This is an optimization exercise on Yosys and OpenROAD, whose aim is small area, not a production implementation.
Where RTL was checked, it was by simulation tests only, not by an equivalence proof against the original.
No activity file was given, so power comes from the tool's default toggle rates.

==> ember <==
Design dll_tx_top, start of the top module:
module dll_tx_top
#(
  parameter dll_tx_pkg::seq_num_t SEQ_INIT = '0
) (
  input  logic         clk_i,
  input  logic         rst_i,
  input  dll_tx_pkg::dword_t       s_tdata_i,
  input  logic         s_tvalid_i,
  input  logic         s_tlast_i,
  output logic         s_tready_o,
  output dll_tx_pkg::dword_t       m_tdata_o,
  output dll_tx_pkg::keep_t        m_tkeep_o,
  output logic         m_tvalid_o,
  output logic         m_tlast_o,
  input  logic         m_tready_i,
  output dll_tx_pkg::seq_num_t     seq_num_o,
  input  logic         update_fc_i,
  input  dll_tx_pkg::hdr_credit_t  fc_ph_i,
  input  dll_tx_pkg::hdr_credit_t  fc_nph_i,
  input  dll_tx_pkg::hdr_credit_t  fc_cplh_i,
  input  dll_tx_pkg::data_credit_t fc_pd_i,
  input  dll_tx_pkg::data_credit_t fc_npd_i,
  input  dll_tx_pkg::data_credit_t fc_cpld_i
);
Settings: LEC_CHECK=0, CAP_MARGIN=20, CORE_MARGIN=2, CORE_UTILIZATION=40, PLACE_DENSITY=0.6, SLEW_MARGIN=20; clock period 7.0 ns.
run.sh (not shown) runs the stock make flow with config.mk's settings and CLKGATE_MAP_FILE= SYNTH_SCRIPT=/design/flow/synth_recipe.tcl, a recipe that flattens the netlist after the stock synthesis.
==> inputs of lagoon, as changes to ember <==
==> flow/design.v (replaced) <==
`timescale 1ns/100ps
package dll_tx_pkg;
  typedef logic [31:0] dword_t;
  typedef logic [3:0]  keep_t;
  typedef logic [11:0] seq_num_t;
  typedef logic [7:0]  hdr_credit_t;
  typedef logic [11:0] data_credit_t;
  typedef logic [9:0]  tlp_len_t;
  typedef logic [31:0] crc_t;
  typedef enum logic [2:0] {
    CC_NONE,
    CC_P_HDR,
    CC_P_DATA,
    CC_NP_HDR,
    CC_NP_DATA,
    CC_CPL_HDR,
    CC_CPL_DATA
  } credit_class_e;
  localparam logic [7:0] TK_MRD    = 8'h00;
  localparam logic [7:0] TK_MWR    = 8'h40;
  localparam logic [7:0] TK_IORD   = 8'h02;
  localparam logic [7:0] TK_IOWR   = 8'h42;
  localparam logic [7:0] TK_CFGRD0 = 8'h04;
  localparam logic [7:0] TK_CFGWR0 = 8'h44;
  localparam logic [7:0] TK_MSG    = 8'h30;
  localparam logic [7:0] TK_MSGD   = 8'h70;
  localparam logic [7:0] TK_CPL    = 8'h0A;
  localparam logic [7:0] TK_CPLD   = 8'h4A;
  localparam int DW_PER_DATA_CREDIT = 4;
  localparam crc_t CRC_POLY = 32'hEDB88320;
endpackage
`timescale 1ns/100ps
module dll_tx_top
#(
  parameter dll_tx_pkg::seq_num_t SEQ_INIT = '0
) (
  input  logic         clk_i,
  input  logic         rst_i,
  input  dll_tx_pkg::dword_t       s_tdata_i,
  input  logic         s_tvalid_i,
  input  logic         s_tlast_i,
  output logic         s_tready_o,
  output dll_tx_pkg::dword_t       m_tdata_o,
  output dll_tx_pkg::keep_t        m_tkeep_o,
  output logic         m_tvalid_o,
  output logic         m_tlast_o,
  input  logic         m_tready_i,
  output dll_tx_pkg::seq_num_t     seq_num_o,
  input  logic         update_fc_i,
  input  dll_tx_pkg::hdr_credit_t  fc_ph_i,
  input  dll_tx_pkg::hdr_credit_t  fc_nph_i,
  input  dll_tx_pkg::hdr_credit_t  fc_cplh_i,
  input  dll_tx_pkg::data_credit_t fc_pd_i,
  input  dll_tx_pkg::data_credit_t fc_npd_i,
  input  dll_tx_pkg::data_credit_t fc_cpld_i
);
  localparam logic [2:0] ST_CLR  = 3'd0;
  localparam logic [2:0] ST_CR   = 3'd1;
  localparam logic [2:0] ST_REV  = 3'd2;
  localparam logic [2:0] ST_DATA = 3'd3;
  localparam logic [2:0] ST_PW   = 3'd4;
  localparam logic [2:0] ST_TAIL = 3'd5;
  localparam logic [2:0] ST_C1   = 3'd6;
  localparam logic [2:0] ST_C2   = 3'd7;
  logic [2:0]  st_q, st_d;
  logic [4:0]  cnt_q, cnt_d;
  logic [4:0]  ph_q;
  logic [31:0] crc_q;       
  logic [15:0] carry_q;     
  logic [11:0] seq_q;
  logic        fcv_q;       
  logic        cc_q;        
  logic [6:0]  lph_q, lnph_q, lcplh_q;
  logic [11:0] lpd_q, lnpd_q, lcpld_q;
  logic [18:0] up_q, unp_q, ucpl_q;
  logic is_clr, is_cr, is_rev, is_data, is_pw, is_tail, is_c1, is_c2;
  assign is_clr  = (st_q == ST_CLR);
  assign is_cr   = (st_q == ST_CR);
  assign is_rev  = (st_q == ST_REV);
  assign is_data = (st_q == ST_DATA);
  assign is_pw   = (st_q == ST_PW);
  assign is_tail = (st_q == ST_TAIL);
  assign is_c1   = (st_q == ST_C1);
  assign is_c2   = (st_q == ST_C2);
  logic [7:0] ft;
  logic       t_p, t_np, t_cpl, d_len, d_one, has;
  logic [7:0] dl, rd;
  assign ft    = s_tdata_i[7:0];
  assign t_p   = (ft == 8'h40) || (ft == 8'h70) || (ft == 8'h30);
  assign t_np  = (ft == 8'h00) || (ft == 8'h02) || (ft == 8'h04) || (ft == 8'h42) || (ft == 8'h44);
  assign t_cpl = (ft == 8'h0A) || (ft == 8'h4A);
  assign d_len = (ft == 8'h40) || (ft == 8'h70) || (ft == 8'h4A);
  assign d_one = (ft == 8'h42) || (ft == 8'h44);
  assign has   = t_p || t_np || t_cpl;
  assign dl    = {s_tdata_i[17:16], s_tdata_i[31:26]};
  assign rd    = d_one ? 8'd1 : (d_len ? ((dl == 8'd0) ? 8'd1 : dl) : 8'd0);
  logic hok, pre_ok, dok;
  logic [11:0] xp, xnp, xcpl;
  assign hok = (t_p   && (lph_q   != up_q[18:12])) ||
               (t_np  && (lnph_q  != unp_q[18:12])) ||
               (t_cpl && (lcplh_q != ucpl_q[18:12]));
  assign pre_ok = !has || (fcv_q && hok);
  assign xp   = lpd_q   - up_q[11:0];
  assign xnp  = lnpd_q  - unp_q[11:0];
  assign xcpl = lcpld_q - ucpl_q[11:0];
  assign dok  = !has || (t_p && !xp[11]) || (t_np && !xnp[11]) || (t_cpl && !xcpl[11]);
  logic ph0, ph18, start, chk, add_op, sub_op, op;
  assign ph0    = (ph_q == 5'd0);
  assign ph18   = (ph_q == 5'd18);
  assign start  = is_cr && (cnt_q == 5'd0) && ph0 && s_tvalid_i && pre_ok;
  assign chk    = is_cr && (cnt_q == 5'd19);
  assign add_op = start || (is_cr && (cnt_q != 5'd0) && !chk);
  assign sub_op = is_rev || (chk && !dok);
  assign op     = add_op || sub_op;
  always_comb begin
    st_d = st_q;
    case (st_q)
      ST_CLR:  if (ph18) st_d = ST_CR;
      ST_CR:   if (chk) st_d = dok ? ST_DATA : ST_REV;
      ST_REV:  if (ph18) st_d = ST_CR;
      ST_DATA: if (s_tvalid_i && (&cnt_q)) st_d = ST_PW;
      ST_PW:   if (m_tready_i) st_d = s_tlast_i ? ST_TAIL : ST_DATA;
      ST_TAIL: if (cnt_q[4]) st_d = ST_C1;
      ST_C1:   if (m_tready_i) st_d = ST_C2;
      default: if (m_tready_i) st_d = ST_CR;
    endcase
  end
  always_comb begin
    cnt_d = 5'd0;
    if (add_op || (is_data && s_tvalid_i) || (is_tail && !cnt_q[4])) cnt_d = cnt_q + 5'd1;
  end
  always_ff @(posedge clk_i) begin
    if (rst_i) begin
      st_q  <= ST_CLR;
      cnt_q <= '0;
      ph_q  <= '0;
    end else begin
      st_q  <= st_d;
      cnt_q <= cnt_d;
      ph_q  <= ph18 ? 5'd0 : ph_q + 5'd1;
    end
  end
  logic u, r, cin, w, cout;
  assign u    = (t_p && up_q[0]) || (t_np && unp_q[0]) || (t_cpl && ucpl_q[0]);
  assign r    = (ph_q == 5'd12) || ((ph_q[4:3] == 2'b00) && rd[ph_q[2:0]]);
  assign cin  = cc_q && !ph0 && (ph_q != 5'd12);
  assign w    = u ^ r ^ cin;
  assign cout = ((u ^ sub_op) && r) || ((u ^ sub_op) && cin) || (r && cin);
  always_ff @(posedge clk_i) begin
    cc_q   <= cout;
    up_q   <= {is_clr ? 1'b0 : ((op && t_p)   ? w : up_q[0]),   up_q[18:1]};
    unp_q  <= {is_clr ? 1'b0 : ((op && t_np)  ? w : unp_q[0]),  unp_q[18:1]};
    ucpl_q <= {is_clr ? 1'b0 : ((op && t_cpl) ? w : ucpl_q[0]), ucpl_q[18:1]};
  end
  always_ff @(posedge clk_i) begin
    if (update_fc_i) begin
      lph_q   <= fc_ph_i[6:0];
      lnph_q  <= fc_nph_i[6:0];
      lcplh_q <= fc_cplh_i[6:0];
      lpd_q   <= fc_pd_i;
      lnpd_q  <= fc_npd_i;
      lcpld_q <= fc_cpld_i;
    end
  end
  always_ff @(posedge clk_i) begin
    if (rst_i) fcv_q <= 1'b0;
    else if (update_fc_i) fcv_q <= 1'b1;
  end
  logic        b, g, crc_en, crc_clr;
  logic [31:0] crc_step;
  assign b        = cnt_q[4] ? s_tdata_i[cnt_q[3:0]] : carry_q[cnt_q[3:0]];
  assign g        = crc_q[0] ^ b;
  assign crc_step = {g, crc_q[31:1] ^ ({31{~g}} & dll_tx_pkg::CRC_POLY[30:0])};
  assign crc_clr  = is_clr || is_cr || is_rev;
  assign crc_en   = (is_data && s_tvalid_i) || (is_tail && !cnt_q[4]);
  always_ff @(posedge clk_i) begin
    if (crc_clr) crc_q <= '0;
    else if (crc_en) crc_q <= crc_step;
  end
  always_ff @(posedge clk_i) begin
    if (is_pw && m_tready_i) carry_q <= s_tdata_i[31:16];
    else if (is_c1 && m_tready_i) carry_q <= crc_q[31:16];
    else if (is_cr) carry_q <= {seq_q[7:0], 4'h0, seq_q[11:8]};
  end
  always_ff @(posedge clk_i) begin
    if (rst_i) seq_q <= SEQ_INIT;
    else if (is_c1 && m_tready_i) seq_q <= seq_q + 12'd1;
  end
  assign m_tvalid_o = is_pw || is_c1 || is_c2;
  assign m_tlast_o  = is_c2;
  assign m_tkeep_o  = {~is_c2, ~is_c2, 2'b11};
  assign m_tdata_o  = {({16{is_pw}} & s_tdata_i[15:0]) | ({16{is_c1}} & crc_q[15:0]), carry_q};
  assign s_tready_o = is_pw && m_tready_i;
  assign seq_num_o  = seq_q;
endmodule
==> flow/flow/run.sh (new file) <==
#!/bin/bash
# Standard ORFS layout, except that the port buffers are the smallest buffer cell.
set -euo pipefail
export BUFFER_PORTS_ARGS="-buffer_cell sky130_fd_sc_hd__buf_1"
bash standard.sh > flow_standard.log 2>&1
==> flow/standard.sh (new file) <==
#!/bin/bash
# synth_recipe.tcl (not shown) runs the flow's synth.tcl, then flattens the netlist and writes it again
# the make line also repeats each setting of config.mk as NAME=value (left out here)
make -C /OpenROAD-flow-scripts/flow DESIGN_CONFIG=/design/flow/config.mk WORK_HOME=/design/flow/orfs CLKGATE_MAP_FILE= SYNTH_SCRIPT=/design/flow/synth_recipe.tcl "${@:-finish}"
- CORE_UTILIZATION: 40 -> 70
- CTS_BUF_LIST: default -> sky130_fd_sc_hd__clkbuf_8
- PLACE_DENSITY: 0.6 -> 0.8
removed: flow/run.sh
==> summary.txt <==
width of the die=152 um; GR Layer Usage met1=about a quarter; hold slack=0.452 ns; cell area after layout=0.0111 mm^2; commonest cells after routing, fill and taps aside=sky130_fd_sc_hd__clkdlybuf4s50_1 (145), sky130_fd_sc_hd__edfxtp_1 (136), sky130_fd_sc_hd__nand2_1 (78); clock group power=between 900 and 1000 uW; Routed met3 length=909 um; cell count of the worst reg-to-reg path=9; Synth cell types=61; core box area=0.0217 mm^2; outcome=finished clean
That was ember.
==> summary.txt <==
clock group power=743 uW; hold slack=0.355 ns; cell count of the worst reg-to-reg path=10; antenna violations before repair=0; total cell area at the placement stage=around 0.009 mm^2; fraction of post-synthesis cell area in the top cell type by area=27.7%; global routing met3 resource utilization=6.54%; Routed met3 length=1290 um; total power consumption of the routed design=roughly 2000 uW; top cells by instance count after synthesis=sky130_fd_sc_hd__dfxtp_1 (116), sky130_fd_sc_hd__nand2_1 (105), sky130_fd_sc_hd__edfxtp_1 (73), sky130_fd_sc_hd__nor2_1 (67), sky130_fd_sc_hd__a21oi_1 (63); global-route wire length before repair=29200 um; outcome=finished clean; drt drc=0; Synth cell types=65; GR Layer Usage met1=37.1%; vias per cell=5.83; commonest cells after routing, fill and taps aside=sky130_fd_sc_hd__buf_1 (142), sky130_fd_sc_hd__dfxtp_1 (115), sky130_fd_sc_hd__nand2_1 (105)
That was lagoon.
The RTL of lagoon was laid out without a check of its function.

-- re-timing with driven ports --
The results above use ideal ports. As a check the final layouts listed here were re-extracted and re-timed, cells and wires unchanged.
Step 1: set_driving_cell puts a clkbuf_16 on clk_i and a buf_2 on each other input, an assumption about the parent block.
Step 2 adds t to the input delays and takes it off the output delays; t is the mean of the earliest and latest rising clock arrival at the registers after step 1. Input paths then give back, and output paths get back, about the clock's delay inside the block.
Three values: no drivers, after step 1, after step 2; two values: the first two.
run	t, ns	setup WS [ns]	worst setup path after step 2	latest minus earliest clock arrival (ns)	worst slew at a driven data input, ns
ember	0.471	2.506 / 2.531 / 2.060	input to register	0.011 / 0.011	0.07
lagoon	0.486	2.772 / 2.735 / 2.330	input to register	0.012 / 0.011	0.05
After both steps setup and hold are still met in every run listed. For ember, which loses most, drivers alone change the setup slack by +0.025 ns; drivers and shift together by -0.446 ns.
